Source: an optimization exercise on an open RTL-to-GDS flow (aim: small area). Production flows keep margins and buffers that such runs may drop.
Only simulation tests tie the RTL to the original design; equivalence was not proved.
Power figures rest on the tool's default switching activity, not on a simulated workload.

==> flow/design.v <==
`timescale 1ns/1ps
package pixel_pkg;
	localparam int PIXEL_WIDTH = 8;
	typedef logic [PIXEL_WIDTH-1:0] pixel_t;
	localparam pixel_t PIXEL_MIN = '0;    
	localparam pixel_t PIXEL_MAX = '1;    
	localparam int NARROW_WIDTH = PIXEL_WIDTH + 2;
	localparam int WIDE_WIDTH = PIXEL_WIDTH + 3;
	localparam int NARROW_SAMPLE_MIN = -(2 ** (NARROW_WIDTH - 1));
	localparam int NARROW_SAMPLE_MAX = (2 ** (NARROW_WIDTH - 1)) - 1;
	localparam int WIDE_SAMPLE_MIN = -(2 ** (WIDE_WIDTH - 1));
	localparam int WIDE_SAMPLE_MAX = (2 ** (WIDE_WIDTH - 1)) - 1;
endpackage
`timescale 1ns/1ps
package diag_buffer_pkg;
	localparam int NARROW_LANES = 18;    
	localparam int WIDE_LANES = 9;
	localparam int LANES = NARROW_LANES + WIDE_LANES;
	localparam int WIDE_FIRST_LANE = NARROW_LANES / 2;
	localparam int NARROW_HIGH_FIRST_LANE = WIDE_FIRST_LANE + WIDE_LANES;
	localparam int DELAY_DEPTH = 9;
	localparam int LATENCY = DELAY_DEPTH + 1;
endpackage
`timescale 1ns/1ps
module pixel_saturate #(
	parameter int SAMPLE_WIDTH = pixel_pkg::NARROW_WIDTH,
	parameter int PIXEL_WIDTH = pixel_pkg::PIXEL_WIDTH,
	parameter int GROUP_LANES = diag_buffer_pkg::WIDE_LANES
) (
	input logic clock,
	input logic rst,
	input logic signed [GROUP_LANES-1:0][SAMPLE_WIDTH-1:0] samples,
	output logic [GROUP_LANES-1:0][PIXEL_WIDTH-1:0] pixels_n    
);
	localparam int SIGN_BIT = SAMPLE_WIDTH - 1;
	if (SAMPLE_WIDTH < PIXEL_WIDTH + 2) begin : g_width_check
		$error("pixel_saturate: SAMPLE_WIDTH %0d too narrow for PIXEL_WIDTH %0d",
			SAMPLE_WIDTH, PIXEL_WIDTH);
	end
	logic [GROUP_LANES-1:0] negative;
	logic [GROUP_LANES-1:0] overflow;
	logic [GROUP_LANES-1:0][PIXEL_WIDTH-1:0] clamped;
	always_comb begin
		for (int lane = 0; lane < GROUP_LANES; lane++) begin
			negative[lane] = samples[lane][SIGN_BIT];
			overflow[lane] = |samples[lane][SIGN_BIT-1:PIXEL_WIDTH];
		end
	end
	always_comb begin
		for (int lane = 0; lane < GROUP_LANES; lane++) begin
			if (negative[lane]) begin
				clamped[lane] = '0;
			end else if (overflow[lane]) begin
				clamped[lane] = '1;    
			end else begin
				clamped[lane] = samples[lane][PIXEL_WIDTH-1:0];
			end
		end
	end
	always_ff @(posedge clock) begin
		if (rst) begin
			pixels_n <= '1;
		end else begin
			pixels_n <= ~clamped;
		end
	end
endmodule
`timescale 1ns/1ps
module diagonal_delay_line #(
	parameter int LANES = diag_buffer_pkg::LANES,
	parameter int DEPTH = diag_buffer_pkg::DELAY_DEPTH,
	parameter int PIXEL_WIDTH = pixel_pkg::PIXEL_WIDTH
) (
	input logic clock,
	input logic load_n,    
	input logic keep_n,    
	input logic [LANES-1:0][PIXEL_WIDTH-1:0] pixel_in_n,    
	output logic [LANES-1:0][PIXEL_WIDTH-1:0] pixel_out
);
	if (DEPTH < 1) begin : g_depth_check
		$error("diagonal_delay_line: DEPTH must be at least 1, got %0d", DEPTH);
	end
	if (LANES < 1) begin : g_lane_check
		$error("diagonal_delay_line: LANES must be at least 1, got %0d", LANES);
	end
	localparam int W = LANES * PIXEL_WIDTH;
	logic [DEPTH-1:0][W-1:0] stage;
	logic [DEPTH-1:0] pol;
	always_ff @(posedge clock) begin
		stage[0] <= ~((pixel_in_n | {W{load_n}}) & (stage[0] | {W{keep_n}}));
		for (int s = 1; s < DEPTH; s++) begin
			stage[s] <= ~((stage[s-1] | {W{load_n}}) & (stage[s] | {W{keep_n}}));
		end
	end
	always_ff @(posedge clock) begin
		pol[0] <= ~keep_n & ~pol[0];
		for (int s = 1; s < DEPTH; s++) begin
			pol[s] <= (~load_n & ~pol[s-1]) | (~keep_n & ~pol[s]);
		end
	end
	assign pixel_out = stage[DEPTH-1] ^ {W{pol[DEPTH-1]}};
endmodule
`timescale 1ns/1ps
module diagonal_buffer #(
	parameter int PIXEL_WIDTH = pixel_pkg::PIXEL_WIDTH,
	parameter int NARROW_WIDTH = pixel_pkg::NARROW_WIDTH,
	parameter int WIDE_WIDTH = pixel_pkg::WIDE_WIDTH,
	parameter int NARROW_LANES = diag_buffer_pkg::NARROW_LANES,
	parameter int WIDE_LANES = diag_buffer_pkg::WIDE_LANES,
	parameter int DEPTH = diag_buffer_pkg::DELAY_DEPTH
) (
	input logic clock,
	input logic rst,
	input logic enable,
	input logic signed [NARROW_LANES-1:0][NARROW_WIDTH-1:0] narrow_samples,
	input logic signed [WIDE_LANES-1:0][WIDE_WIDTH-1:0] wide_samples,
	output logic [NARROW_LANES+WIDE_LANES-1:0][PIXEL_WIDTH-1:0] pixels
);
	localparam int LANES = NARROW_LANES + WIDE_LANES;
	localparam int SPLIT = NARROW_LANES / 2;
	logic [NARROW_LANES-1:0][PIXEL_WIDTH-1:0] narrow_pix;
	logic [WIDE_LANES-1:0][PIXEL_WIDTH-1:0] wide_pix;
	logic [LANES-1:0][PIXEL_WIDTH-1:0] ordered;
	pixel_saturate #(
		.SAMPLE_WIDTH(NARROW_WIDTH),
		.PIXEL_WIDTH(PIXEL_WIDTH),
		.GROUP_LANES(NARROW_LANES)
	) narrow_sat (
		.clock(clock),
		.rst(rst),
		.samples(narrow_samples),
		.pixels_n(narrow_pix)
	);
	pixel_saturate #(
		.SAMPLE_WIDTH(WIDE_WIDTH),
		.PIXEL_WIDTH(PIXEL_WIDTH),
		.GROUP_LANES(WIDE_LANES)
	) wide_sat (
		.clock(clock),
		.rst(rst),
		.samples(wide_samples),
		.pixels_n(wide_pix)
	);
	for (genvar lane = 0; lane < LANES; lane++) begin : g_order
		if (lane < SPLIT) begin : g_narrow_low
			assign ordered[lane] = narrow_pix[lane];
		end else if (lane < SPLIT + WIDE_LANES) begin : g_wide
			assign ordered[lane] = wide_pix[lane - SPLIT];
		end else begin : g_narrow_high
			assign ordered[lane] = narrow_pix[lane - WIDE_LANES];    
		end
	end
	logic load_n;
	logic keep_n;
	assign load_n = ~enable | rst;
	assign keep_n = enable | rst;
	diagonal_delay_line #(
		.LANES(LANES),
		.DEPTH(DEPTH),
		.PIXEL_WIDTH(PIXEL_WIDTH)
	) delay (
		.clock(clock),
		.load_n(load_n),
		.keep_n(keep_n),
		.pixel_in_n(ordered),
		.pixel_out(pixels)
	);
endmodule
==> flow/flow/run.sh <==
#!/bin/bash
# Standard layout, with the port buffers made from the smallest buffer cell
# and larger clock sink clusters.
set -euo pipefail
bash standard.sh \
  BUFFER_PORTS_ARGS="-buffer_cell sky130_fd_sc_hd__buf_1" \
  CTS_ARGS="-sink_clustering_enable -repair_clock_nets -sink_clustering_size 36 -sink_clustering_max_diameter 60 -dont_use_dummy_load" \
  finish > standard_flow.log 2>&1
==> flow/standard.sh <==
#!/bin/bash
# synth_recipe.tcl (not shown) runs the flow's synth.tcl, then flattens the netlist and writes it again
# the make line also repeats each setting of config.mk as NAME=value (left out here)
make -C /OpenROAD-flow-scripts/flow DESIGN_CONFIG=/design/flow/config.mk WORK_HOME=/design/flow/orfs CLKGATE_MAP_FILE= SYNTH_SCRIPT=/design/flow/synth_recipe.tcl "${@:-finish}"
==> flow/config.mk <==
export PLATFORM = sky130hd
export DESIGN_NAME = diagonal_buffer
export DESIGN_NICKNAME = diagonal_buffer
export VERILOG_FILES = /design/flow/design.v
export SDC_FILE = /design/flow/constraint.sdc
export NUM_CORES = 4
export LEC_CHECK = 0
export CAP_MARGIN = 20
export CORE_MARGIN = 2
export CORE_UTILIZATION = 60
export PLACE_DENSITY = 0.85
export SLEW_MARGIN = 20
export SYNTH_HIERARCHICAL = 1
==> flow/constraint.sdc <==
create_clock -name core_clock -period 4.0 [get_ports {clock}]
set_input_delay 0.8000 -clock core_clock [delete_from_list [all_inputs] [get_ports {clock}]]
set_output_delay 0.8000 -clock core_clock [all_outputs]
set_load 0.01 [all_outputs]
==> flow_metrics.py, run 1 <==
metrics = {
    "run_status": {
        "status": "timing/DRC/antenna clean",
    },
    "cells_and_area": {
        "final_cells": 6664,
        "drive_above_1_share_pct": 4.090,
        "layout_common_cells": "2168 x dfxtp_1, 1952 x o22ai_1, 496 x buf_1",
        "mostFrequentLayoutCell": "dfxtp_1",
        "nets": 5565,
        "syn_to_final_growth_pct": 7.009,
        "fin_area_um2": 66540,
    },
    "pwr": {
        "p_per_area_nw_per_um2": 594.8,
        "ir_drop_uv": 472.3,
        "p_int_mw": 30.28,
        "leakage_nw": 25.26,
        "power_switching_mw": 9.302,
        "swShare_pct": 23.50,
        "pwr-share-comb_pct": 8.4,
        "clkPwrFrac_pct": 28.6,
        "power_mw": 39.58,
        "power_frac_seq_pct": 63.0,
    },
    "drt": {
        "dr.pass1.iters": 5,
        "via_count": 39340,
        "drtIter0Drc": 3100,
        "vias_per_cell": 5.904,
        "drc": 0,
        "drt_wl_total_mm": 120.2,
        "ant_nets": 0,
        "wl_per_cell_um": 18.04,
    },
    "clock_tree": {
        "clock_sinks": 2169,
        "clock_latency_ns": 0.70,
        "postCtsSetupRepairBufs": 0,
        "numCtsBuffers": 117,
        "cts_repair_resize_count": 0,
        "cts_root_buffer": "clkbuf_16",
        "cts_htree_levels": 3,
        "path_clk_slew_ns": 0.12,
        "clockBufferDepth": 3,
        "cts_hold_buf": 0,
        "cts_tree": "done",
    },
    "min_path": {
        "worstHoldPathType": "primary input to register",
        "worstHoldEndpoint": "narrow_sat.pixels_n[27]",
        "whs_path_depth": 2,
        "hold_start": "narrow_samples[33]",
    },
    "floorplan": {
        "die_h_um": 325.9,
        "dieArea_um2": 106200,
        "io_pins": 498,
        "initial_core_util_pct": 60.25,
        "fp.dieW_um": 325.9,
        "core_area_um2": 103200,
        "row_count": 118,
    },
    "worst_setup_path": {
        "startpoint": "delay.pol[8]",
        "crit_path_max_fanout": 32,
        "rr_worst_depth": 1,
        "r2r_end": "delay.pol[8]",
        "setup.worst_path.end_class": "primary output",
        "criticalPathCategory": "register to primary output",
        "start_kind": "register",
        "cp_data_required_time_ns": 3.20,
        "ff2ff_setup_slack_ns": 2.80,
        "cp_data_arrival_time_ns": 2.56,
        "worstReg2RegStart": "delay.pol[8]",
    },
    "yosys": {
        "synth_cell_type_count": 18,
        "ys_ff_latch": 2169,
        "synth_fp_nets": 5344,
        "syn_inst": 5062,
        "synth_simple_gate_area_share_pct": 0.6500,
        "yosys_warnings": 9,
        "synth_compound_area_share_pct": 21.38,
        "synth_top_area_share_pct": 69.84,
        "synthAdderAreaFrac_pct": 0,
        "synthesis.area_um2": 62180,
        "syn_avg_cell_area_um2": 12.28,
        "ys_seq_area_share_pct": 69.84,
        "synth.area.mux_share_pct": 0,
        "synthXorXnorAreaFrac_pct": 3.043,
        "synth_area_leader_cell": "dfxtp_1",
        "synth_top_family_by_area": "compound AO/OA/AOI/OAI gates",
        "synthTopCellsByArea": "dfxtp_1 70%, o22ai_1 20%, xor2_1 3.0%",
    },
    "sta": {
        "worst_pin_slew_ns": 0.9402,
        "setup-tns-final_ns": 0,
        "period_share_pct": 84.07,
        "slew_headroom_pct": 37.32,
        "maxSlewViolCount": 0,
        "finClkSkew_ns": 0.06068,
        "fmax_mhz": 297.4,
        "setup_viol": 0,
        "hold_viol": 0,
        "setup_ws_ns": 0.6372,
        "finalCriticalPeriod_ns": 3.363,
        "rsz0062_at_grt": "no",
    },
    "global_routing": {
        "first_global_vias": 36290,
        "grt_overflow": 0,
        "grt_busiest_layer": "met1",
        "grt.total_usage_pct": 21.61,
        "grt_use_met1_pct": 32.22,
        "grtUsageMet2_pct": 31.81,
        "antenna_found_initial": 18,
        "grt_pass1_wl_mm": 190.7,
        "use_met3_pct": 4.049,
        "grt_max_degree": 201,
    },
    "place": {
        "portBuffers": 497,
        "post-place-ws_ns": 1.127,
        "gp_congestion": 0.9287,
        "place_area_um2": 63600,
        "placedCellCount": 6544,
        "dp_hpwl_mm": 78.78,
    },
    "run": {
        "drv_cap": 0,
    },
}
## synthesized netlist by cell type
cell type / n
dfxtp_1: 2169
o22ai_1: 1952
buf_2: 316
xor2_1: 216
o21ai_0: 205
buf_6: 126
clkbuf_1: 14
buf_4: 11
nor2_8: 10
o21ai_1: 10
nor2_1: 9
nor2_4: 9
or2_0: 9
buf_1: 2
buf_12: 1
nand2b_1: 1
o21ai_2: 1
or2_1: 1
## logic make-up after synthesis
family / Yosys count
DFF: 2169
AOI/OAI and AO/OA: 2168
buffers and inverters: 470
xor gates and xnor gates: 216
and+or+nand+nor: 39
## power groups by stage
stage | clock (mW) | combinational (mW) | sequential [mW]
finish | 11.3 | 3.32 | 24.9
global route | 12.3 | 3.64 | 25.2
CTS | 11.6 | 3.32 | 24.9
detailed placement | 0 | 3.30 | 25.4
global placement | 0 | 3.15 | 25.3
floorplan | 0 | 2.50 | 25.0
## per-layer routing
metal,part of all wire (%),up-vias
li1,-,19630
met1,48,18620
met2,43,848
met3,4.9,226
met4,3.1,20
met5,0.11,-
## through the flow
step	util, %	hold WS, ns
after floorplan	-	0.3855
after global placement	61.63	0.3963
after detailed placement	61.63	0.4021
after CTS	64.46	0.1854
after global routing	64.46	0.1955
final	64.47	0.2302
## worst max-delay path: stages, from the launching register on
cell and delay [ns]:
dfxtp_4 0.86, buf_12 0.35, buf_4 0.25, xor2_1 0.22, buf_1 0.19
## worst max-delay path by stage
stage	endpoint	depth (start not counted)
2_1_floorplan	pixels[100]	4
3_3_place_gp	delay.stage[1525]	5
3_5_place_dp	delay.stage[1503]	5
4_1_cts	pixels[8]	4
5_1_grt	pixels[8]	4
6_report	pixels[8]	4
## state kept, by name (all words and copies together) (netlist names)
| name | cells |
|---|---|
| delay.pol | 9 |
| wide_sat.pixels_n | 72 |
| delay.stage | 1944 |
| narrow_sat.pixels_n | 144 |
## cell type report
class                      count  area (um^2)
sequential                  2169        43430
fill                        7460        36670
multi-input combinational   2423        15600
clock buffer                 117         2928
timing repair buffer         572         2845
tap                         1380         1727
antenna                        3        7.507
==> run 2, diff against run 1 <==
--- a/flow/config.mk
+++ b/flow/config.mk
@@ -7,7 +7,7 @@
 export LEC_CHECK = 0
 export CAP_MARGIN = 20
 export CORE_MARGIN = 2
-export CORE_UTILIZATION = 60
-export PLACE_DENSITY = 0.85
+export CORE_UTILIZATION = 50
+export PLACE_DENSITY = 0.8
 export SLEW_MARGIN = 20
 export SYNTH_HIERARCHICAL = 1
==> run 2 against run 1 <==
Compared with the run above: first-iteration DRC count increased by 6.5%; sequential power barely moved; still clean on timing, DRC and antenna; flip-flop and latch count unchanged; combinational power is 1% higher; clock power about the same; synthesized cell count unchanged; area after synthesis did not move.
==> flow_metrics.py, run 2 <==
metrics = {
    "clock_tree": {
        "cts_repair_resize_count": 0,
        "numCtsBuffers": 112,
        "postCtsSetupRepairBufs": 0,
        "path_clk_slew_ns": 0.12,
        "cts_tree": "done",
        "cts_hold_buf": 0,
        "cts_root_buffer": "clkbuf_16",
        "clock_latency_ns": 0.71,
        "clockBufferDepth": 3,
        "clock_sinks": 2169,
        "cts_htree_levels": 3,
    },
    "sta": {
        "hold_viol": 0,
        "fmax_mhz": 317.7,
        "finalCriticalPeriod_ns": 3.148,
        "setup_ws_ns": 0.8522,
        "setup-tns-final_ns": 0,
        "maxSlewViolCount": 0,
        "period_share_pct": 78.69,
        "finClkSkew_ns": 0.09045,
        "worst_pin_slew_ns": 0.8376,
        "slew_headroom_pct": 44.16,
        "whs_ns": 0.2434,
        "setup_viol": 0,
        "rsz0062_at_grt": "no",
    },
    "worst_setup_path": {
        "setup.worst_path.end_class": "primary output",
        "r2r_end": "delay.pol[8]",
        "crit_path_max_fanout": 54,
        "cp_data_arrival_time_ns": 2.35,
        "criticalPathCategory": "register to primary output",
        "ff2ff_setup_slack_ns": 2.89,
        "cp_data_required_time_ns": 3.20,
        "rr_worst_depth": 2,
        "startpoint": "delay.pol[8]",
        "start_kind": "register",
        "worstReg2RegStart": "delay.pol[8]",
    },
    "drt": {
        "vias_per_cell": 5.664,
        "drtIter0Drc": 3303,
        "drt_wl_total_mm": 121.7,
        "ant_nets": 0,
        "drc": 0,
        "via_count": 39110,
        "wl_per_cell_um": 17.63,
        "dr.pass1.iters": 5,
    },
    "floorplan": {
        "die_h_um": 356.6,
        "fp.dieW_um": 356.6,
        "core_area_um2": 123500,
        "io_pins": 498,
        "row_count": 129,
        "initial_core_util_pct": 50.36,
        "dieArea_um2": 127200,
    },
    "cells_and_area": {
        "largest-register": "delay.stage",
        "largestRegisters": "delay.stage: 1944 flops, narrow_sat.pixels_n: 144 flops, wide_sat.pixels_n: 72 flops",
        "drive_above_1_share_pct": 3.817,
        "largest_reg_flops": 1944,
        "nets": 5550,
        "layout_common_cells": "2168 x dfxtp_1, 1952 x o22ai_1, 496 x buf_1",
        "fillCellCount": 10260,
        "syn_to_final_growth_pct": 7.176,
        "mostFrequentLayoutCell": "dfxtp_1",
    },
    "min_path": {
        "hold_start": "narrow_samples[62]",
        "worstHoldEndpoint": "narrow_sat.pixels_n[50]",
        "whs_path_depth": 2,
        "worstHoldPathType": "primary input to register",
    },
    "yosys": {
        "synth_fp_nets": 5344,
        "yosys_warnings": 9,
        "synth_area_leader_cell": "dfxtp_1",
        "syn_avg_cell_area_um2": 12.28,
        "syn_inst": 5062,
        "synthTopCellsByArea": "dfxtp_1 70%, o22ai_1 20%, xor2_1 3.0%",
        "synthesis.area_um2": 62180,
        "synth_ff_type": "dfxtp_1",
        "synth_top_area_share_pct": 69.84,
        "ys_async_sr_fraction_pct": 0,
        "synth-edff-count": 0,
        "yosys-top-cells-count": "2169 x dfxtp_1, 1952 x o22ai_1, 316 x buf_2",
        "ys_seq_area_share_pct": 69.84,
        "synth_cell_type_count": 18,
        "ys_ff_latch": 2169,
        "yosysMostFrequentCell": "dfxtp_1",
    },
    "global_routing": {
        "grt_pass1_wl_mm": 190.9,
        "grt_overflow": 0,
        "first_global_vias": 35400,
        "grt_max_degree": 205,
        "grt.total_usage_pct": 18.21,
        "antenna_found_initial": 15,
    },
    "run": {
        "drv_cap": 0,
    },
    "run_status": {
        "status": "timing/DRC/antenna clean",
    },
    "place": {
        "portBuffers": 497,
        "dp_hpwl_mm": 79.94,
        "gp_congestion": 0.9412,
        "post-place-ws_ns": 1.261,
    },
    "pwr": {
        "leakage_nw": 25.15,
        "power_mw": 39.45,
        "ir_drop_uv": 399.0,
        "p_per_area_nw_per_um2": 592.0,
    },
}
## run 2: changes by cell type in the layout (fill, tap and decap cells not counted)
cell	previous run	this run
clkbuf_16	117	112
diode_2	3	1
buf_12	33	32
buf_4	42	33
## run 2: layer usage
layer / vias up / wire length, um / GRT usage [%]
met2: 830 / 50290 / 25.60
met5: - / 112 / 0
li1: 19630 / - / -
met3: 207 / 6516 / 3.202
met1: 18430 / 61510 / 28.13
met4: 16 / 3299 / 5.814
## run 2: cells by family after synthesis
kind of cell	share of synthesized area, %
xor+xnor	3.043
buf+inv	5.087
simple gates	0.6500
flops	69.84
compound gates	21.38
## run 2: power by group
| part | internal, mW | switching, mW |
|---|---|---|
| logic | 1.40 | 1.96 |
| clock network | 4.95 | 6.23 |
| registers | 23.7 | 1.21 |
| total | 30.1 | 9.40 |
## run 2: area by class of cell
| class | instances | area, um^2 | share of cell area (%) |
|---|---|---|---|
| diodes | 1 | 2.502 | 0.003755 |
| clock buffers | 112 | 2803 | 4.206 |
| multi-input cells | 2423 | 15600 | 23.41 |
| flip-flops and latches | 2169 | 43430 | 65.17 |
| well taps | 1637 | 2048 | 3.074 |
| repair buffers | 562 | 2758 | 4.138 |
## run 2: worst max path at each step
stage,to,slack (ns),cells after the start
final,pixels[32],0.85,4
after global routing,pixels[75],0.69,3
after CTS,pixels[113],0.72,3
after detailed placement,delay.stage[80],1.26,5
after global placement,delay.stage[83],1.31,5
after floorplan,pixels[100],2.16,4
## run 2: critical path: stages (launching register included)
cell and delay (ns):
dfxtp_4 0.39, buf_12 0.24, buf_12 0.37, xor2_1 0.34
buf_1 0.21
## run 2: metrics by stage
stage	util [%]	std cells	instance area (um^2)
after detailed placement	51.70	6791	63830
after global routing	53.97	6903	66640
after floorplan	-	5062	62180
after global placement	51.70	6791	63830
after CTS	53.97	6903	66640
final	53.97	6904	66640
==> run 3, diff against run 2 <==
==> flow/flow/run.sh (replaced) <==
#!/bin/bash
# Standard layout, with the port buffers made from the smallest buffer cell
# and larger clock sink clusters.
set -euo pipefail
bash standard.sh \
  BUFFER_PORTS_ARGS="-buffer_cell sky130_fd_sc_hd__buf_1" \
  CTS_ARGS="-sink_clustering_enable -repair_clock_nets -sink_clustering_size 36 -sink_clustering_max_diameter 72 -dont_use_dummy_load" \
  finish > standard_flow.log 2>&1
--- a/flow/config.mk
+++ b/flow/config.mk
@@ -7,7 +7,6 @@
 export LEC_CHECK = 0
 export CAP_MARGIN = 20
 export CORE_MARGIN = 2
-export CORE_UTILIZATION = 50
-export PLACE_DENSITY = 0.8
+export CORE_UTILIZATION = 40
 export SLEW_MARGIN = 20
 export SYNTH_HIERARCHICAL = 1
==> run 3 against run 2 <==
Compared with the run above: synthesized cell count stayed put; worst setup slack worse by 0.27 ns; hold slack hardly changed; via count decreased by 3.5%; cell area grew 0.69%; maximum frequency down 7.8%; area after synthesis is the same; clock skew decreased by 0.031 ns; total power down 1.7%; critical endpoint is now pixels[138].
==> flow_metrics.py, run 3 <==
metrics = {
    "cells_and_area": {
        "drive_above_1_share_pct": 4.017,
        "mostFrequentLayoutCell": "dfxtp_1",
        "fin_area_um2": 67100,
        "largest-register": "delay.stage",
        "layout_common_cells": "2168 x dfxtp_1, 1952 x o22ai_1, 496 x buf_1",
        "nets": 5561,
        "largest_reg_flops": 1944,
        "syn_to_final_growth_pct": 7.910,
        "largestRegisters": "delay.stage: 1944 flops, narrow_sat.pixels_n: 144 flops, wide_sat.pixels_n: 72 flops",
    },
    "global_routing": {
        "first_global_vias": 33530,
        "grt.total_usage_pct": 14.65,
        "grt_pass1_wl_mm": 189.6,
        "antenna_found_initial": 19,
        "grt_overflow": 0,
        "grt_max_degree": 190,
    },
    "place": {
        "portBuffers": 497,
        "gp_congestion": 0.7971,
        "place_area_um2": 64610,
        "dp_hpwl_mm": 81.00,
    },
    "worst_setup_path": {
        "crit_path_max_fanout": 38,
        "startpoint": "delay.pol[8]",
        "cp_data_required_time_ns": 3.20,
        "worstReg2RegStart": "delay.pol[8]",
        "setup.worst_path.end_class": "primary output",
        "criticalPathCategory": "register to primary output",
        "cp_data_arrival_time_ns": 2.62,
        "start_kind": "register",
    },
    "yosys": {
        "synth_top_family_by_area": "compound AO/OA/AOI/OAI gates",
        "synthAdderAreaFrac_pct": 0,
        "ys_async_sr_fraction_pct": 0,
        "synth_ff_type": "dfxtp_1",
        "syn_avg_cell_area_um2": 12.28,
        "synth_fp_nets": 5344,
        "synth.area.mux_share_pct": 0,
        "yosys-top-cells-count": "2169 x dfxtp_1, 1952 x o22ai_1, 316 x buf_2",
        "synth_compound_area_share_pct": 21.38,
        "ys_ff_latch": 2169,
        "synth_cell_type_count": 18,
        "synthesis.area_um2": 62180,
        "syn_inst": 5062,
        "synthXorXnorAreaFrac_pct": 3.043,
        "yosysMostFrequentCell": "dfxtp_1",
        "synth_top_area_share_pct": 69.84,
        "synth_simple_gate_area_share_pct": 0.6500,
        "synthTopCellsByArea": "dfxtp_1 70%, o22ai_1 20%, xor2_1 3.0%",
        "synth-edff-count": 0,
        "ys_seq_area_share_pct": 69.84,
        "yosys_warnings": 9,
        "synth_area_leader_cell": "dfxtp_1",
    },
    "clock_tree": {
        "cts_hold_buf": 0,
        "cts_tree": "done",
        "cts_htree_levels": 3,
        "postCtsSetupRepairBufs": 0,
        "clockBufferDepth": 3,
        "numCtsBuffers": 99,
        "path_clk_slew_ns": 0.11,
        "clock_latency_ns": 0.69,
        "clock_sinks": 2169,
        "cts_root_buffer": "clkbuf_16",
        "cts_repair_resize_count": 0,
    },
    "run": {
        "drv_cap": 0,
    },
    "drt": {
        "drtIter0Drc": 2535,
        "vias_per_cell": 5.150,
        "wl_per_cell_um": 16.71,
        "ant_nets": 0,
        "drt_wl_total_mm": 122.4,
        "drc": 0,
        "via_count": 37720,
        "dr.pass1.iters": 5,
    },
    "sta": {
        "period_share_pct": 85.38,
        "hold_viol": 0,
        "finalCriticalPeriod_ns": 3.415,
        "setup_viol": 0,
        "fmax_mhz": 292.8,
        "maxSlewViolCount": 0,
        "rsz0062_at_grt": "no",
        "finClkSkew_ns": 0.05905,
        "setup-tns-final_ns": 0,
        "worst_pin_slew_ns": 0.8213,
        "slew_headroom_pct": 44.67,
    },
    "floorplan": {
        "core_area_um2": 154200,
        "fp.dieW_um": 398.3,
        "row_count": 144,
        "initial_core_util_pct": 40.32,
        "die_h_um": 398.3,
        "dieArea_um2": 158600,
        "io_pins": 498,
    },
    "pwr": {
        "ir_drop_uv": 391.9,
        "p_per_area_nw_per_um2": 578.3,
        "leakage_nw": 25.14,
        "power_mw": 38.80,
    },
    "min_path": {
        "worstHoldPathType": "primary input to register",
        "hold_start": "narrow_samples[25]",
    },
    "run_status": {
        "status": "timing/DRC/antenna clean",
    },
}
run 3: cell counts after synthesis:
No cell type changed its count.
run 3: stage by stage:
| step | std cells | setup WS, ns | hold WS, ns | utilization (%) |
|---|---|---|---|---|
| detailed placement | 7222 | 1.212 | 0.3973 | 41.89 |
| CTS | 7321 | 0.4643 | 0.1622 | 43.50 |
| finish | 7324 | 0.5849 | 0.2433 | 43.50 |
| floorplan | 5062 | 2.162 | 0.3855 | - |
| global placement | 7222 | 1.261 | 0.3950 | 41.89 |
| global route | 7321 | 0.4188 | 0.1919 | 43.50 |
run 3: path summary, 6_finish.rpt:
| path | endpoint | slack (ns) | cells past startpoint |
|---|---|---|---|
| min | narrow_sat.pixels_n[21] | 0.24 | 2 |
| max | pixels[138] | 0.58 | 3 |
| max reg2reg | delay.pol[8] | 2.49 | 2 |
| min reg2reg | delay.stage[110] | 0.37 | 1 |
run 3: per-layer routing:
layer / routed length [um] / track usage (%)
met1: 68470 / 24.32
met3: 6478 / 3.097
met5: 107 / 0
met2: 44940 / 18.37
met4: 2410 / 3.908
run 3: power breakdown:
| part | internal (mW) | total (mW) | switching [mW] |
|---|---|---|---|
| registers | 23.7 | 24.9 | 1.21 |
| logic | 1.43 | 3.31 | 1.88 |
| clock network | 4.42 | 10.6 | 6.17 |
| total | 29.5 | 38.8 | 9.26 |
run 3: critical path, cell delays in order (launching register included):
cell,delay (ns)
dfxtp_4,0.90
buf_4,0.38
xor2_1,0.40
buf_1,0.20
run 3: cell families after synthesis:
family	after synthesis
buffers and inverters	470
and+or+nand+nor	39
DFF	2169
xor gates and xnor gates	216
AOI/OAI and AO/OA	2168
run 3: final cells by class:
cell class | instances | area, um^2
flip-flops and latches | 2169 | 43430
multi-input cells | 2423 | 15600
repair buffers | 586 | 3025
diodes | 3 | 7.507
clock buffers | 99 | 2477
well taps | 2044 | 2557
fillers | 14540 | 87130
==> run 4, diff against run 3 <==
--- a/flow/config.mk
+++ b/flow/config.mk
@@ -7,6 +7,8 @@
 export LEC_CHECK = 0
 export CAP_MARGIN = 20
 export CORE_MARGIN = 2
-export CORE_UTILIZATION = 40
+export CORE_UTILIZATION = 50
+export GPL_TIMING_DRIVEN = 0
+export PLACE_DENSITY = 0.75
 export SLEW_MARGIN = 20
 export SYNTH_HIERARCHICAL = 1
==> run 4 against run 3 <==
Compared with the run above: still clean; maximum frequency shrank 6.5%; first-iteration DRC count shrank 4.6%; combinational power grew 11%; clock-buffer cell count shrank 11; hold slack gained 0.0049 ns; global-route usage grew 7.5 points; via count grew 8.8%; critical endpoint is now pixels[85]; largest cell class unchanged; highest routed layer unchanged.
==> flow_metrics.py, run 4 <==
metrics = {
    "run_status": {
        "status": "timing/DRC/antenna clean",
    },
    "yosys": {
        "synth_fp_nets": 5344,
        "syn_inst": 5062,
        "synth-edff-count": 0,
        "synth_simple_gate_area_share_pct": 0.6500,
        "synth_compound_area_share_pct": 21.38,
        "synth_cell_type_count": 18,
        "synth.area.mux_share_pct": 0,
        "synth_ff_type": "dfxtp_1",
        "yosys-top-cells-count": "2169 x dfxtp_1, 1952 x o22ai_1, 316 x buf_2",
        "yosysMostFrequentCell": "dfxtp_1",
        "synth_top_area_share_pct": 69.84,
        "synthesis.area_um2": 62180,
        "ys_async_sr_fraction_pct": 0,
        "syn_avg_cell_area_um2": 12.28,
        "synthTopCellsByArea": "dfxtp_1 70%, o22ai_1 20%, xor2_1 3.0%",
        "ys_ff_latch": 2169,
        "synth_area_leader_cell": "dfxtp_1",
        "synthXorXnorAreaFrac_pct": 3.043,
        "yosys_warnings": 9,
        "synthAdderAreaFrac_pct": 0,
        "ys_seq_area_share_pct": 69.84,
        "synth_top_family_by_area": "compound AO/OA/AOI/OAI gates",
    },
    "floorplan": {
        "io_pins": 498,
        "row_count": 129,
        "initial_core_util_pct": 50.36,
        "fp.dieW_um": 356.6,
        "dieArea_um2": 127200,
        "die_h_um": 356.6,
        "core_area_um2": 123500,
    },
    "pwr": {
        "p_int_mw": 29.23,
        "ir_drop_uv": 357.9,
        "clkPwrFrac_pct": 25.8,
        "pwr-share-comb_pct": 9.5,
        "power_switching_mw": 9.460,
        "power_mw": 38.69,
        "power_frac_seq_pct": 64.6,
        "swShare_pct": 24.45,
        "p_per_area_nw_per_um2": 566.4,
        "leakage_nw": 26.21,
    },
    "global_routing": {
        "grt_overflow": 0,
        "antenna_found_initial": 11,
        "grt.total_usage_pct": 22.18,
        "first_global_vias": 38620,
        "grt_max_degree": 37,
        "grt_pass1_wl_mm": 222.1,
    },
    "clock_tree": {
        "clockBufferDepth": 3,
        "cts_root_buffer": "clkbuf_16",
        "cts_hold_buf": 0,
        "postCtsSetupRepairBufs": 0,
        "clock_sinks": 2169,
        "cts_htree_levels": 3,
        "cts_tree": "done",
        "path_clk_slew_ns": 0.12,
        "clock_latency_ns": 0.71,
        "numCtsBuffers": 88,
        "cts_repair_resize_count": 0,
    },
    "cells_and_area": {
        "layout_common_cells": "2169 x dfxtp_1, 1952 x o22ai_1, 499 x buf_1",
        "syn_to_final_growth_pct": 9.854,
        "mostFrequentLayoutCell": "dfxtp_1",
        "fin_util_pct": 55.32,
        "largestRegisters": "delay.stage: 1944 flops, narrow_sat.pixels_n: 144 flops, wide_sat.pixels_n: 72 flops",
        "largest_reg_flops": 1944,
        "drive_above_1_share_pct": 9.970,
        "nets": 5931,
        "final_cells": 7288,
        "largest-register": "delay.stage",
    },
    "sta": {
        "setup-tns-final_ns": 0,
        "maxSlewViolCount": 0,
        "fmax_mhz": 273.7,
        "finClkSkew_ns": 0.06784,
        "period_share_pct": 91.34,
        "finalCriticalPeriod_ns": 3.654,
        "hold_viol": 0,
        "rsz0062_at_grt": "no",
        "worst_pin_slew_ns": 1.134,
        "slew_headroom_pct": 23.60,
        "setup_viol": 0,
    },
    "worst_setup_path": {
        "cp_data_arrival_time_ns": 2.85,
        "path_cells": "buf_2, buf_4, buf_6, xor2_1, buf_1",
        "setup.worst_path.end_class": "primary output",
        "cp_slowest_cell": "buf_2",
        "criticalPathCategory": "register to primary output",
        "crit_path_max_fanout": 10,
        "max_stage_delay_ns": 0.50,
        "crit_family": "buffers and inverters",
        "path_buf_inv": 4,
        "start_kind": "register",
        "cp_data_required_time_ns": 3.20,
    },
    "place": {
        "gp_congestion": 0.9574,
        "placedCellCount": 7196,
        "dp_hpwl_mm": 109.0,
        "portBuffers": 497,
    },
    "run": {
        "drv_cap": 0,
    },
    "drt": {
        "ant_nets": 0,
        "via_count": 41040,
        "dr.pass1.iters": 5,
        "drt_wl_total_mm": 146.2,
        "wl_per_cell_um": 20.06,
        "drc": 0,
        "drtIter0Drc": 2418,
        "vias_per_cell": 5.631,
    },
    "min_path": {
        "worstHoldPathType": "primary input to register",
    },
}
-- run 4: area by class of cell --
type | count | area (um^2)
fillers | 10270 | 55170
diodes | 4 | 10.01
multi-input cells | 2423 | 15590
clock buffers | 88 | 2202
well taps | 1637 | 2048
flip-flops and latches | 2169 | 43420
plain buffers | 470 | 3164
repair buffers | 497 | 1866
-- run 4: final timing paths --
check / startpoint / endpoint / slack [ns] / cells past startpoint
worst max register to register: delay.pol[8] / delay.pol[8] / 2.38 / 4
worst min register to register: narrow_sat.pixels_n[33] / delay.stage[33] / 0.36 / 1
worst max-delay path: delay.pol[8] / pixels[85] / 0.35 / 5
worst min-delay path: narrow_samples[15] / narrow_sat.pixels_n[13] / 0.25 / 2
-- run 4: worst reg2reg max path: cells and delay by family (launching register included) --
family                 cells  cell delay, ns
buffers and inverters      3            1.08
DFF                        1            0.33
AOI/OAI and AO/OA          1            0.10
-- run 4: logic make-up after synthesis --
group                  Yosys count
buffers and inverters          470
XOR/XNOR                       216
AO/OA/AOI/OAI                 2168
flip-flops                    2169
AND/OR/NAND/NOR                 39
-- run 4: power groups by stage --
stage               logic (mW)  clock network, mW  registers, mW
finish                    3.69               10.0           25.0
global route              4.03               11.0           25.2
CTS                       3.70               10.2           25.0
detailed placement        3.69                  0           25.5
global placement          3.54                  0           25.4
floorplan                 2.50                  0           25.0
-- run 4: per-stage QoR --
| step | cell area [um^2] | setup WS [ns] | hold slack, ns |
|---|---|---|---|
| floorplan | 62180 | 2.162 | 0.3855 |
| global placement | 66090 | 0.9304 | 0.3942 |
| detailed placement | 66090 | 1.101 | 0.4017 |
| CTS | 68290 | 0.3347 | 0.1969 |
| global route | 68290 | 0.2713 | 0.2230 |
| finish | 68300 | 0.3463 | 0.2481 |
-- run 4: metal layers --
metal	part of all wire [%]	global-route usage, %	wire length (um)
met5	0.025	0	37
met1	49	33.12	70930
met3	6.3	3.228	9199
met4	2.3	6.008	3423
met2	43	33.50	62580
==> run 5, diff against run 4 <==
--- a/flow/flow/run.sh
+++ b/flow/flow/run.sh
@@ -5,4 +5,5 @@
 bash standard.sh \
   BUFFER_PORTS_ARGS="-buffer_cell sky130_fd_sc_hd__buf_1" \
   CTS_ARGS="-sink_clustering_enable -repair_clock_nets -sink_clustering_size 36 -sink_clustering_max_diameter 72 -dont_use_dummy_load" \
+  RECOVER_POWER=100 \
   finish > standard_flow.log 2>&1
--- a/flow/config.mk
+++ b/flow/config.mk
@@ -8,7 +8,6 @@
 export CAP_MARGIN = 20
 export CORE_MARGIN = 2
 export CORE_UTILIZATION = 50
-export GPL_TIMING_DRIVEN = 0
 export PLACE_DENSITY = 0.75
 export SLEW_MARGIN = 20
 export SYNTH_HIERARCHICAL = 1
==> run 5 against run 4 <==
Compared with the run above: the layout now fails its checks (max-capacitance violations, max-slew violations); critical path depth stayed put; core utilization is 2.0 points lower; global-route usage is 4.4 points lower; area after synthesis stayed put; register-to-register slack better by 0.42 ns; clock skew is 0.017 ns higher; non-clock buffer count is 403 lower; sequential power hardly changed; maximum frequency is 0.99% lower; first-iteration DRC count is 30% higher; flip-flop and latch count stayed put; via count is 7.0% lower.
==> flow_metrics.py, run 5 <==
metrics = {
    "run_status": {
        "status": "finished with violations",
        "violatedChecks": "max-capacitance violations, max-slew violations",
    },
    "pwr": {
        "power_switching_mw": 9.073,
        "power_mw": 38.17,
        "p_int_mw": 29.09,
        "p_per_area_nw_per_um2": 579.7,
        "leakage_nw": 24.75,
        "clkPwrFrac_pct": 26.2,
        "pwr-share-comb_pct": 8.5,
        "power_frac_seq_pct": 65.3,
        "swShare_pct": 23.77,
        "ir_drop_uv": 344.0,
    },
    "drt": {
        "via_count": 38150,
        "wl_per_cell_um": 17.25,
        "dr.pass1.iters": 7,
        "vias_per_cell": 5.538,
        "ant_nets": 0,
        "drtIter0Drc": 3144,
        "drt_wl_total_mm": 118.8,
        "drc": 0,
    },
    "floorplan": {
        "die_h_um": 356.6,
        "fp.dieW_um": 356.6,
        "io_pins": 498,
        "initial_core_util_pct": 50.36,
        "row_count": 129,
        "dieArea_um2": 127200,
        "core_area_um2": 123500,
    },
    "worst_setup_path": {
        "cp_data_arrival_time_ns": 4.18,
        "max_stage_delay_ns": 1.87,
        "worstReg2RegStart": "delay.pol[8]",
        "ff2ff_setup_slack_ns": 2.80,
        "rr_worst_depth": 1,
        "crit_path_max_fanout": 27,
        "setup.worst_path.end_class": "register",
        "r2r_end": "delay.pol[8]",
        "cp_slowest_cell": "or2_0",
        "crit_top_cell": "clkbuf_1",
        "start_kind": "primary input",
        "criticalPathCategory": "primary input to register",
        "path_buf_inv": 3,
        "crit_family": "simple AND/OR/NAND/NOR gates",
        "path_cells": "clkbuf_1, or2_0, buf_12, clkbuf_1, o22ai_1",
        "cp_data_required_time_ns": 4.49,
    },
    "place": {
        "dp_hpwl_mm": 78.41,
        "portBuffers": 497,
        "gp_congestion": 0.8781,
    },
    "clock_tree": {
        "numCtsBuffers": 89,
        "path_clk_slew_ns": 0.12,
        "clockBufferDepth": 3,
        "cts_htree_levels": 3,
        "cts_repair_resize_count": 0,
        "postCtsSetupRepairBufs": 0,
        "cts_tree": "done",
        "clock_latency_ns": 0.71,
        "cts_hold_buf": 0,
        "clock_sinks": 2169,
        "cts_root_buffer": "clkbuf_16",
    },
    "sta": {
        "hold_viol": 0,
        "setup-tns-final_ns": 0,
        "fmax_mhz": 271.0,
        "period_share_pct": 92.26,
        "finClkSkew_ns": 0.08455,
        "maxSlewViolCount": 9,
        "setup_viol": 0,
        "rsz0062_at_grt": "no",
        "slew_headroom_pct": -65.13,
        "worst_pin_slew_ns": 2.477,
        "finalCriticalPeriod_ns": 3.690,
    },
    "cells_and_area": {
        "mostFrequentLayoutCell": "dfxtp_1",
        "largest_reg_flops": 1944,
        "largest-register": "delay.stage",
        "nets": 5529,
        "syn_to_final_growth_pct": 5.886,
        "layout_common_cells": "2168 x dfxtp_1, 1952 x o22ai_1, 485 x buf_1",
        "drive_above_1_share_pct": 2.860,
        "fillCellCount": 10520,
        "largestRegisters": "delay.stage: 1944 flops, narrow_sat.pixels_n: 144 flops, wide_sat.pixels_n: 72 flops",
    },
    "yosys": {
        "synth_fp_nets": 5344,
        "synth_simple_gate_area_share_pct": 0.6500,
        "synthXorXnorAreaFrac_pct": 3.043,
        "synth_top_area_share_pct": 69.84,
        "synth_area_leader_cell": "dfxtp_1",
        "synthAdderAreaFrac_pct": 0,
        "yosysMostFrequentCell": "dfxtp_1",
        "synth_compound_area_share_pct": 21.38,
        "syn_inst": 5062,
        "synth_cell_type_count": 18,
        "ys_ff_latch": 2169,
        "ys_async_sr_fraction_pct": 0,
        "synth-edff-count": 0,
        "ys_seq_area_share_pct": 69.84,
        "synth_top_family_by_area": "compound AO/OA/AOI/OAI gates",
        "synthTopCellsByArea": "dfxtp_1 70%, o22ai_1 20%, xor2_1 3.0%",
        "synthesis.area_um2": 62180,
        "synth.area.mux_share_pct": 0,
        "yosys-top-cells-count": "2169 x dfxtp_1, 1952 x o22ai_1, 316 x buf_2",
        "syn_avg_cell_area_um2": 12.28,
        "yosys_warnings": 9,
        "synth_ff_type": "dfxtp_1",
    },
    "global_routing": {
        "grt_max_degree": 202,
        "first_global_vias": 34030,
        "grt.total_usage_pct": 17.76,
        "grt_pass1_wl_mm": 185.2,
        "grt_overflow": 0,
        "antenna_found_initial": 16,
    },
    "min_path": {
        "hold_start": "narrow_samples[65]",
        "worstHoldEndpoint": "narrow_sat.pixels_n[53]",
        "whs_path_depth": 2,
        "worstHoldPathType": "primary input to register",
    },
    "run": {
        "drv_cap": 1,
    },
}
==> run 5: cells by family after synthesis <==
kind of cell | Yosys count
compound gates | 2168
simple gates | 39
xor+xnor | 216
buf+inv | 470
flops | 2169
==> run 5: power by group through the flow <==
| stage | clock network [mW] | logic [mW] | registers [mW] |
|---|---|---|---|
| after floorplan | 0 | 2.50 | 25.0 |
| after global routing | 11.1 | 3.58 | 25.2 |
| after global placement | 0 | 3.16 | 25.3 |
| after detailed placement | 0 | 3.28 | 25.4 |
| final | 10.0 | 3.24 | 24.9 |
| after CTS | 10.3 | 3.29 | 24.9 |
==> run 5: through the flow <==
step           hold slack, ns  utilization [%]  setup WS (ns)  instance area [um^2]  cells
2_1_floorplan          0.3855                -          2.162                 62180   5062
3_3_place_gp           0.3969            51.74          1.153                 63890   6793
3_5_place_dp           0.4023            51.74          1.111                 63890   6793
4_1_cts                0.1676            53.54         0.2856                 66110   6882
5_1_grt                0.1830            53.31         0.1413                 65820   6884
6_report               0.2236            53.32         0.3096                 65840   6889
==> run 5: layout make-up <==
cell class | count | area, um^2 | share of cell area (%)
Timing Repair Buffer | 564 | 2740 | 4.162
Sequential cell | 2169 | 43430 | 65.96
Tap cell | 1637 | 2048 | 3.111
Multi-Input combinational cell | 2423 | 15380 | 23.36
Clock buffer | 89 | 2227 | 3.383
Antenna cell | 7 | 17.52 | 0.02661
==> run 5: metal layers <==
layer,GRT usage [%],wire length (um),vias up
met5,0,97,-
met4,4.979,3239,14
met3,3.279,5395,180
met2,23.86,46920,629
met1,28.53,63170,17770
li1,-,-,19560
==> run 5: worst max-delay path by stage <==
stage	slack, ns	end	cells past startpoint	startpoint
2_1_floorplan	2.16	pixels[100]	4	delay.pol[8]
5_1_grt	0.14	delay.stage[385]	5	rst
3_5_place_dp	1.11	pixels[81]	3	delay.pol[8]
3_3_place_gp	1.15	pixels[81]	3	delay.pol[8]
4_1_cts	0.29	pixels[81]	3	delay.pol[8]
6_report	0.31	delay.stage[168]	5	rst
==> run 6, diff against run 5 <==
--- a/flow/flow/run.sh
+++ b/flow/flow/run.sh
@@ -5,5 +5,4 @@
 bash standard.sh \
   BUFFER_PORTS_ARGS="-buffer_cell sky130_fd_sc_hd__buf_1" \
   CTS_ARGS="-sink_clustering_enable -repair_clock_nets -sink_clustering_size 36 -sink_clustering_max_diameter 72 -dont_use_dummy_load" \
-  RECOVER_POWER=100 \
   finish > standard_flow.log 2>&1
==> run 6 against run 5 <==
Compared with the run above: the run now finishes clean; sequential share of layout area fell by 0.28 points; synthesized cell count did not move; final cell count barely moved; clock-buffer cell count did not move; worst setup slack improved by 0.14 ns; area after synthesis did not move; clock power barely moved; die area did not move; core utilization rose by 0.23 points; critical endpoint is now pixels[81]; largest cell class unchanged.
==> flow_metrics.py, run 6 <==
metrics = {
    "sta": {
        "fmax_mhz": 281.4,
        "setup_ws_ns": 0.4461,
        "setup_viol": 0,
        "hold_viol": 0,
        "period_share_pct": 88.85,
        "rsz0062_at_grt": "no",
        "slew_headroom_pct": 43.88,
        "maxSlewViolCount": 0,
        "finClkSkew_ns": 0.08301,
        "worst_pin_slew_ns": 0.8418,
        "finalCriticalPeriod_ns": 3.554,
        "setup-tns-final_ns": 0,
    },
    "clock_tree": {
        "cts_htree_levels": 3,
        "cts_hold_buf": 0,
        "clock_sinks": 2169,
        "clockBufferDepth": 3,
        "clock_latency_ns": 0.73,
        "cts_repair_resize_count": 0,
        "cts_root_buffer": "clkbuf_16",
        "numCtsBuffers": 89,
        "cts_tree": "done",
        "path_clk_slew_ns": 0.12,
        "postCtsSetupRepairBufs": 0,
    },
    "worst_setup_path": {
        "worstReg2RegStart": "delay.pol[8]",
        "setup.worst_path.end_class": "primary output",
        "cp_data_arrival_time_ns": 2.75,
        "crit_path_max_fanout": 41,
        "start_kind": "register",
        "r2r_end": "delay.pol[8]",
        "rr_worst_depth": 1,
        "ff2ff_setup_slack_ns": 2.77,
        "criticalPathCategory": "register to primary output",
        "cp_data_required_time_ns": 3.20,
    },
    "pwr": {
        "swShare_pct": 23.82,
        "p_int_mw": 29.11,
        "ir_drop_uv": 344.2,
        "power_switching_mw": 9.102,
        "pwr-share-comb_pct": 8.6,
        "p_per_area_nw_per_um2": 578.0,
        "power_frac_seq_pct": 65.2,
        "clkPwrFrac_pct": 26.2,
        "leakage_nw": 24.89,
    },
    "min_path": {
        "worstHoldEndpoint": "narrow_sat.pixels_n[54]",
        "whs_path_depth": 2,
        "worstHoldPathType": "primary input to register",
        "hold_start": "narrow_samples[66]",
    },
    "global_routing": {
        "grt.total_usage_pct": 17.76,
        "grt_max_degree": 202,
        "first_global_vias": 34030,
        "grt_overflow": 0,
        "grt_pass1_wl_mm": 185.2,
        "antenna_found_initial": 16,
    },
    "yosys": {
        "synth_area_leader_cell": "dfxtp_1",
        "syn_avg_cell_area_um2": 12.28,
        "yosysMostFrequentCell": "dfxtp_1",
        "synthTopCellsByArea": "dfxtp_1 70%, o22ai_1 20%, xor2_1 3.0%",
        "synthesis.area_um2": 62180,
        "synth-edff-count": 0,
        "synth_cell_type_count": 18,
        "ys_async_sr_fraction_pct": 0,
        "ys_ff_latch": 2169,
        "synth_ff_type": "dfxtp_1",
        "synth_top_area_share_pct": 69.84,
        "ys_seq_area_share_pct": 69.84,
        "yosys_warnings": 9,
        "yosys-top-cells-count": "2169 x dfxtp_1, 1952 x o22ai_1, 316 x buf_2",
        "syn_inst": 5062,
        "synth_fp_nets": 5344,
    },
    "drt": {
        "ant_nets": 0,
        "dr.pass1.iters": 5,
        "drc": 0,
        "via_count": 38190,
        "vias_per_cell": 5.548,
        "drt_wl_total_mm": 118.8,
        "wl_per_cell_um": 17.26,
        "drtIter0Drc": 3098,
    },
    "cells_and_area": {
        "largestRegisters": "delay.stage: 1944 flops, narrow_sat.pixels_n: 144 flops, wide_sat.pixels_n: 72 flops",
        "mostFrequentLayoutCell": "dfxtp_1",
        "layout_common_cells": "2168 x dfxtp_1, 1952 x o22ai_1, 496 x buf_1",
        "largest-register": "delay.stage",
        "nets": 5529,
        "syn_to_final_growth_pct": 6.339,
        "largest_reg_flops": 1944,
        "fin_util_pct": 53.55,
        "drive_above_1_share_pct": 3.432,
    },
    "floorplan": {
        "fp.dieW_um": 356.6,
        "row_count": 129,
        "core_area_um2": 123500,
        "io_pins": 498,
        "die_h_um": 356.6,
        "dieArea_um2": 127200,
        "initial_core_util_pct": 50.36,
    },
    "run": {
        "drv_cap": 0,
    },
    "place": {
        "portBuffers": 497,
        "gp_congestion": 0.8781,
        "post-place-ws_ns": 1.111,
        "dp_hpwl_mm": 78.41,
    },
    "run_status": {
        "status": "timing/DRC/antenna clean",
    },
}
## run 6: cell count changes in the layout (fill, tap and decap cells not counted), moves of 2 or more
cell	previous run	this run
o21ai_1	1	10
clkbuf_1	21	0
clkbuf_2	3	0
o21ai_0	214	205
buf_4	20	32
nor2_1	27	9
buf_1	485	496
diode_2	7	2
nor2_8	1	10
buf_12	33	35
nor2_4	0	9
## run 6: cells by family after synthesis
group	synth area share [%]
buffers and inverters	5.087
AOI/OAI and AO/OA	21.38
and+or+nand+nor	0.6500
DFF	69.84
xor gates and xnor gates	3.043
## run 6: stage by stage
| step | hold slack (ns) | instance area, um^2 | std cells | power (mW) |
|---|---|---|---|---|
| 2_1_floorplan | 0.3855 | 62180 | 5062 | 27.48 |
| 3_3_place_gp | 0.3969 | 63890 | 6793 | 28.50 |
| 3_5_place_dp | 0.4023 | 63890 | 6793 | 28.71 |
| 4_1_cts | 0.1676 | 66110 | 6882 | 38.55 |
| 5_1_grt | 0.1728 | 66120 | 6884 | 39.87 |
| 6_report | 0.2246 | 66120 | 6884 | 38.21 |
## run 6: worst max path at each step
stage	start	to	slack, ns
after floorplan	delay.pol[8]	pixels[100]	2.16
after detailed placement	delay.pol[8]	pixels[81]	1.11
final	delay.pol[8]	pixels[81]	0.45
after global placement	delay.pol[8]	pixels[81]	1.15
after global routing	delay.pol[8]	pixels[81]	0.26
after CTS	delay.pol[8]	pixels[81]	0.29
## run 6: power groups by stage
stage / Clock [mW] / Combinational (mW) / Sequential (mW)
finish: 10.0 / 3.27 / 24.9
detailed placement: 0 / 3.28 / 25.4
global placement: 0 / 3.16 / 25.3
global route: 11.1 / 3.62 / 25.2
CTS: 10.3 / 3.29 / 24.9
floorplan: 0 / 2.50 / 25.0
## run 6: metal layers
| metal | global-route usage (%) | part of all wire [%] |
|---|---|---|
| met1 | 28.53 | 53 |
| met2 | 23.86 | 40 |
| met3 | 3.279 | 4.8 |
| met4 | 4.979 | 2.6 |
| met5 | 0 | 0.082 |
## run 6: critical path, stage by stage, from the launching register on
cell,delay (ns)
dfxtp_4,0.92
buf_12,0.32
xor2_1,0.57
buf_1,0.21
## run 6: layout make-up
class,count,area [um^2]
antenna,2,5.005
multi-input combinational,2423,15600
fill,10470,57360
sequential,2169,43430
tap,1637,2048
clock buffer,89,2227
timing repair buffer,564,2810
==> run 7, diff against run 6 <==
==> flow/flow/run.sh (replaced) <==
#!/bin/bash
# Standard layout, with the port buffers made from the smallest buffer cell
# and larger clock sink clusters.
set -euo pipefail
bash standard.sh \
  BUFFER_PORTS_ARGS="-buffer_cell sky130_fd_sc_hd__buf_1" \
  CTS_ARGS="-sink_clustering_enable -repair_clock_nets -sink_clustering_size 40 -sink_clustering_max_diameter 60 -dont_use_dummy_load" \
  finish > standard_flow.log 2>&1
==> run 7 against run 6 <==
Compared with the run above: first-iteration DRC count down 2.6%; core utilization up 0.42 points; global-route usage up 0.080 points; sequential power about the same; maximum frequency up 0.90%; clock power up about 10%; critical path depth unchanged; clock-buffer cell count up 21; highest routed layer unchanged; clock skew down 0.012 ns; combinational power about the same; sequential share of layout area down 0.52 points.
==> flow_metrics.py, run 7 <==
metrics = {
    "min_path": {
        "worstHoldPathType": "primary input to register",
    },
    "worst_setup_path": {
        "rr_worst_depth": 1,
        "cp_data_required_time_ns": 3.20,
        "setup.worst_path.end_class": "primary output",
        "start_kind": "register",
        "criticalPathCategory": "register to primary output",
        "r2r_end": "delay.pol[8]",
        "startpoint": "delay.pol[8]",
        "setup.worst_path.end": "pixels[81]",
        "crit_path_max_fanout": 41,
        "worstReg2RegStart": "delay.pol[8]",
        "ff2ff_setup_slack_ns": 2.78,
        "cp_data_arrival_time_ns": 2.72,
    },
    "clock_tree": {
        "cts_repair_resize_count": 0,
        "numCtsBuffers": 110,
        "path_clk_slew_ns": 0.09,
        "clock_latency_ns": 0.72,
        "clockBufferDepth": 3,
        "cts_tree": "done",
        "cts_hold_buf": 0,
        "clock_sinks": 2169,
        "cts_root_buffer": "clkbuf_16",
        "postCtsSetupRepairBufs": 0,
        "cts_htree_levels": 3,
    },
    "floorplan": {
        "initial_core_util_pct": 50.36,
        "fp.dieW_um": 356.6,
        "io_pins": 498,
        "core_area_um2": 123500,
        "dieArea_um2": 127200,
        "row_count": 129,
        "die_h_um": 356.6,
    },
    "global_routing": {
        "grt_busiest_layer": "met1",
        "use_met3_pct": 3.013,
        "first_global_vias": 34290,
        "antenna_found_initial": 16,
        "grt_max_degree": 202,
        "grt_use_met1_pct": 28.55,
        "grtUsageMet2_pct": 24.10,
        "grt.total_usage_pct": 17.84,
        "grt_overflow": 0,
        "grt_pass1_wl_mm": 186.1,
    },
    "yosys": {
        "ys_async_sr_fraction_pct": 0,
        "ys_seq_area_share_pct": 69.84,
        "synth_fp_nets": 5344,
        "ys_ff_latch": 2169,
        "synth_area_leader_cell": "dfxtp_1",
        "yosys_warnings": 9,
        "synth-edff-count": 0,
        "yosys-top-cells-count": "2169 x dfxtp_1, 1952 x o22ai_1, 316 x buf_2",
        "syn_avg_cell_area_um2": 12.28,
        "synthesis.area_um2": 62180,
        "syn_inst": 5062,
        "yosysMostFrequentCell": "dfxtp_1",
        "synth_cell_type_count": 18,
        "synthTopCellsByArea": "dfxtp_1 70%, o22ai_1 20%, xor2_1 3.0%",
        "synth_ff_type": "dfxtp_1",
        "synth_top_area_share_pct": 69.84,
    },
    "drt": {
        "dr.pass1.iters": 5,
        "drt_wl_total_mm": 119.3,
        "ant_nets": 0,
        "drc": 0,
        "via_count": 38280,
        "wl_per_cell_um": 17.27,
        "vias_per_cell": 5.544,
        "drtIter0Drc": 3017,
    },
    "run": {
        "drv_cap": 0,
    },
    "sta": {
        "setup_viol": 0,
        "slew_headroom_pct": 42.58,
        "hold_viol": 0,
        "maxSlewViolCount": 0,
        "finalCriticalPeriod_ns": 3.522,
        "finClkSkew_ns": 0.07072,
        "fmax_mhz": 283.9,
        "period_share_pct": 88.06,
        "setup-tns-final_ns": 0,
        "rsz0062_at_grt": "no",
        "worst_pin_slew_ns": 0.8613,
    },
    "cells_and_area": {
        "largest_reg_flops": 1944,
        "largest-register": "delay.stage",
        "fillCellCount": 10380,
        "fin_util_pct": 53.97,
        "largestRegisters": "delay.stage: 1944 flops, narrow_sat.pixels_n: 144 flops, wide_sat.pixels_n: 72 flops",
        "drive_above_1_share_pct": 3.817,
        "mostFrequentLayoutCell": "dfxtp_1",
        "regArea_um2": 43430,
        "multi_input_area_um2": 15600,
        "nets": 5550,
        "layout_common_cells": "2168 x dfxtp_1, 1952 x o22ai_1, 496 x buf_1",
        "final_cells": 6904,
        "syn_to_final_growth_pct": 7.180,
        "fin_area_um2": 66640,
    },
    "pwr": {
        "ir_drop_uv": 371.8,
        "p_per_area_nw_per_um2": 588.4,
        "power_mw": 39.21,
        "leakage_nw": 25.15,
    },
    "place": {
        "placedCellCount": 6793,
        "dp_hpwl_mm": 78.41,
        "gp_congestion": 0.8781,
        "portBuffers": 497,
        "place_area_um2": 63890,
    },
    "run_status": {
        "status": "timing/DRC/antenna clean",
    },
}
[run 7: changes by cell type in the layout (fill, tap and decap cells not counted)]
cell and change:
diode_2 -1, clkbuf_16 +21
[run 7: logic make-up (layout without fill, tap and decap cells)]
family / after synthesis / count (layout) / share of synthesized area [%]
AO/OA/AOI/OAI: 2168 / 2168 / 21.38
XOR/XNOR: 216 / 216 / 3.043
buffers and inverters: 470 / 674 / 5.087
flip-flops: 2169 / 2169 / 69.84
other: 0 / 1 / 0
AND/OR/NAND/NOR: 39 / 39 / 0.6500
[run 7: per-layer routing]
metal / part of all wire, % / wire [um] / vias to the layer above
met5: 0.095 / 113 / -
met4: 2.4 / 2915 / 16
met3: 4.9 / 5883 / 180
met2: 40 / 47710 / 682
met1: 53 / 62630 / 17780
li1: - / - / 19620
[run 7: worst min path at each step]
stage          slack [ns]  depth (start not counted)                start                       end
6_report             0.24                          2  narrow_samples[145]  narrow_sat.pixels_n[117]
4_1_cts              0.18                          2  narrow_samples[145]  narrow_sat.pixels_n[117]
3_3_place_gp         0.40                          1         delay.pol[0]              delay.pol[0]
3_5_place_dp         0.40                          1         delay.pol[0]              delay.pol[0]
5_1_grt              0.20                          2     wide_samples[18]     wide_sat.pixels_n[15]
2_1_floorplan        0.39                          1         delay.pol[0]              delay.pol[0]
[run 7: area by class of cell]
type,count,share of cell area [%]
antenna,1,0.003755
timing repair buffer,564,4.217
sequential,2169,65.16
tap,1637,3.073
clock buffer,110,4.131
multi-input combinational,2423,23.41
[run 7: stage by stage]
step / setup slack (ns) / hold slack (ns)
floorplan: 2.162 / 0.3855
global placement: 1.153 / 0.3969
detailed placement: 1.111 / 0.4023
CTS: 0.3488 / 0.1768
global route: 0.3476 / 0.1998
finish: 0.4778 / 0.2440
[run 7: where the power goes]
part           total (mW)  internal (mW)  switching [mW]
Clock                11.0           4.87            6.14
Combinational        3.27           1.41            1.86
Sequential           24.9           23.7            1.23
Total                39.2           30.0            9.23
[run 7: worst max-delay path: stages (launching register included)]
cell and delay (ns):
dfxtp_4 0.90, buf_12 0.31, xor2_1 0.61, buf_1 0.21
==> run 8, diff against run 7 <==
==> flow/flow/run.sh (replaced) <==
#!/bin/bash
# Standard layout, with the port buffers made from the smallest buffer cell
# and larger clock sink clusters.
set -euo pipefail
bash standard.sh \
  BUFFER_PORTS_ARGS="-buffer_cell sky130_fd_sc_hd__buf_1" \
  CTS_ARGS="-sink_clustering_enable -repair_clock_nets -sink_clustering_size 36 -sink_clustering_max_diameter 66 -dont_use_dummy_load" \
  finish > standard_flow.log 2>&1
==> run 8 against run 7 <==
Compared with the run above: routed wire length decreased by 0.16%; core utilization decreased by 0.16 points; flip-flop and latch count unchanged; register-to-register slack about the same; largest power group unchanged; sequential power about the same; non-clock buffer count unchanged; global-route usage about the same; critical endpoint unchanged; clock skew increased by 0.023 ns; combinational power about the same; maximum frequency decreased by 0.38%.
==> flow_metrics.py, run 8 <==
metrics = {
    "clock_tree": {
        "clock_latency_ns": 0.73,
        "path_clk_slew_ns": 0.12,
        "cts_hold_buf": 0,
        "cts_root_buffer": "clkbuf_16",
        "numCtsBuffers": 102,
        "postCtsSetupRepairBufs": 0,
        "cts_tree": "done",
        "clockBufferDepth": 3,
        "clock_sinks": 2169,
        "cts_htree_levels": 3,
        "cts_repair_resize_count": 0,
    },
    "sta": {
        "setup_ws_ns": 0.4645,
        "setup_viol": 0,
        "rsz0062_at_grt": "no",
        "period_share_pct": 88.39,
        "slew_headroom_pct": 44.08,
        "hold_viol": 0,
        "setup-tns-final_ns": 0,
        "whs_ns": 0.2382,
        "maxSlewViolCount": 0,
        "finClkSkew_ns": 0.09394,
        "fmax_mhz": 282.8,
        "finalCriticalPeriod_ns": 3.536,
        "worst_pin_slew_ns": 0.8387,
    },
    "yosys": {
        "synthTopCellsByArea": "dfxtp_1 70%, o22ai_1 20%, xor2_1 3.0%",
        "ys_async_sr_fraction_pct": 0,
        "yosys-top-cells-count": "2169 x dfxtp_1, 1952 x o22ai_1, 316 x buf_2",
        "ys_seq_area_share_pct": 69.84,
        "synth_top_area_share_pct": 69.84,
        "synth_fp_nets": 5344,
        "synth-edff-count": 0,
        "ys_ff_latch": 2169,
        "yosys_warnings": 9,
        "synth_area_leader_cell": "dfxtp_1",
        "syn_inst": 5062,
        "syn_avg_cell_area_um2": 12.28,
        "synthesis.area_um2": 62180,
        "yosysMostFrequentCell": "dfxtp_1",
        "synth_ff_type": "dfxtp_1",
        "synth_cell_type_count": 18,
    },
    "place": {
        "gp_congestion": 0.8781,
        "post-place-ws_ns": 1.111,
        "placedCellCount": 6793,
        "place_area_um2": 63890,
        "portBuffers": 497,
        "dp_hpwl_mm": 78.41,
    },
    "global_routing": {
        "grt_use_met1_pct": 28.57,
        "first_global_vias": 34170,
        "grt_busiest_layer": "met1",
        "grt_pass1_wl_mm": 186.1,
        "grt_overflow": 0,
        "grtUsageMet2_pct": 24.03,
        "antenna_found_initial": 18,
        "grt_max_degree": 202,
        "grt.total_usage_pct": 17.83,
        "use_met3_pct": 3.069,
    },
    "drt": {
        "ant_nets": 0,
        "vias_per_cell": 5.554,
        "via_count": 38310,
        "dr.pass1.iters": 5,
        "drc": 0,
        "drt_wl_total_mm": 119.1,
        "wl_per_cell_um": 17.26,
        "drtIter0Drc": 3123,
    },
    "cells_and_area": {
        "nets": 5542,
        "mostFrequentLayoutCell": "dfxtp_1",
        "syn_to_final_growth_pct": 6.866,
        "largest_reg_flops": 1944,
        "largestRegisters": "delay.stage: 1944 flops, narrow_sat.pixels_n: 144 flops, wide_sat.pixels_n: 72 flops",
        "fin_util_pct": 53.81,
        "drive_above_1_share_pct": 3.671,
        "largest-register": "delay.stage",
        "layout_common_cells": "2168 x dfxtp_1, 1952 x o22ai_1, 496 x buf_1",
        "fin_area_um2": 66450,
        "final_cells": 6898,
    },
    "worst_setup_path": {
        "ff2ff_setup_slack_ns": 2.77,
        "rr_worst_depth": 1,
        "path_depth": 3,
        "crit_path_max_fanout": 41,
        "max_stage_delay_ns": 0.92,
        "cp_slowest_cell": "dfxtp_4",
        "crit_family": "flip-flops",
        "setup.worst_path.end_class": "primary output",
        "path_buf_inv": 2,
        "cp_data_required_time_ns": 3.20,
        "start_kind": "register",
        "path_cells": "buf_12, xor2_1, buf_1",
        "cp_data_arrival_time_ns": 2.74,
        "criticalPathCategory": "register to primary output",
    },
    "floorplan": {
        "row_count": 129,
        "dieArea_um2": 127200,
        "die_h_um": 356.6,
        "io_pins": 498,
        "fp.dieW_um": 356.6,
        "core_area_um2": 123500,
        "initial_core_util_pct": 50.36,
    },
    "pwr": {
        "power_mw": 38.82,
        "leakage_nw": 25.05,
        "ir_drop_uv": 367.5,
        "p_per_area_nw_per_um2": 584.2,
    },
    "run_status": {
        "status": "timing/DRC/antenna clean",
    },
    "run": {
        "drv_cap": 0,
    },
    "min_path": {
        "worstHoldPathType": "primary input to register",
        "whs_path_depth": 2,
    },
}
## run 8: cell counts after synthesis
No cell type changed its count.
## run 8: kinds of logic after synthesis
| family | count (synthesis) | synth area share, % |
|---|---|---|
| compound gates | 2168 | 21.38 |
| xor+xnor | 216 | 3.043 |
| buf+inv | 470 | 5.087 |
| flops | 2169 | 69.84 |
| simple gates | 39 | 0.6500 |
## run 8: worst paths after layout
path / from / end
max: delay.pol[8] / pixels[81]
min reg2reg: wide_sat.pixels_n[23] / delay.stage[95]
max reg2reg: delay.pol[8] / delay.pol[8]
min: wide_samples[15] / wide_sat.pixels_n[12]
## run 8: routing by layer
metal / part of all wire [%] / routed length, um / up-vias
li1: - / - / 19610
met4: 2.4 / 2842 / 18
met1: 53 / 62680 / 17830
met2: 40 / 47460 / 673
met5: 0.11 / 126 / -
met3: 5.0 / 5952 / 182
## run 8: power by group
group	internal [mW]	switching, mW
clock network	4.54	6.08
logic	1.41	1.86
registers	23.7	1.23
total	29.6	9.17
## run 8: area by class of cell
cell class	count	area (um^2)
fill	10420	57030
sequential	2169	43430
multi-input combinational	2423	15600
timing repair buffer	564	2810
clock buffer	102	2552
tap	1637	2048
antenna	3	7.507

## port drivers added, routing unchanged
The flow's constraints put no driver on any port. The routed layouts listed below were extracted and timed again, unchanged, in two steps.
Step 1 assumes that a clkbuf_16 drives the clock port and a buf_2 every other input.
Step 2 times the ports against the registers' clock, not the clock port: input delays grow and output delays shrink by t, the midpoint of the rising clock arrivals with the driver on.
a / b / c = ideal ports / drivers / drivers and shift; a / b = the first two.
run | shift t [ns] | setup slack, ns | hold slack, ns
run 1 | 0.746 | 0.637 / 0.570 / 1.062 | 0.230 / 0.186 / 0.367
run 2 | 0.744 | 0.852 / 0.787 / 1.139 | 0.243 / 0.203 / 0.360
run 3 | 0.752 | 0.585 / 0.515 / 1.107 | 0.243 / 0.203 / 0.366
run 4 | 0.752 | 0.346 / 0.275 / 1.023 | 0.248 / 0.203 / 0.364
run 5 | 0.748 | 0.310 / 0.290 / -0.392 | 0.224 / 0.176 / 0.333
run 6 | 0.748 | 0.446 / 0.376 / 1.124 | 0.225 / 0.177 / 0.333
run 7 | 0.747 | 0.478 / 0.404 / 1.150 | 0.244 / 0.192 / 0.352
run 8 | 0.737 | 0.464 / 0.395 / 1.132 | 0.238 / 0.192 / 0.336
The setup slack of run 5, which loses most, moves by -0.020 ns with the drivers and by -0.702 ns with both steps.
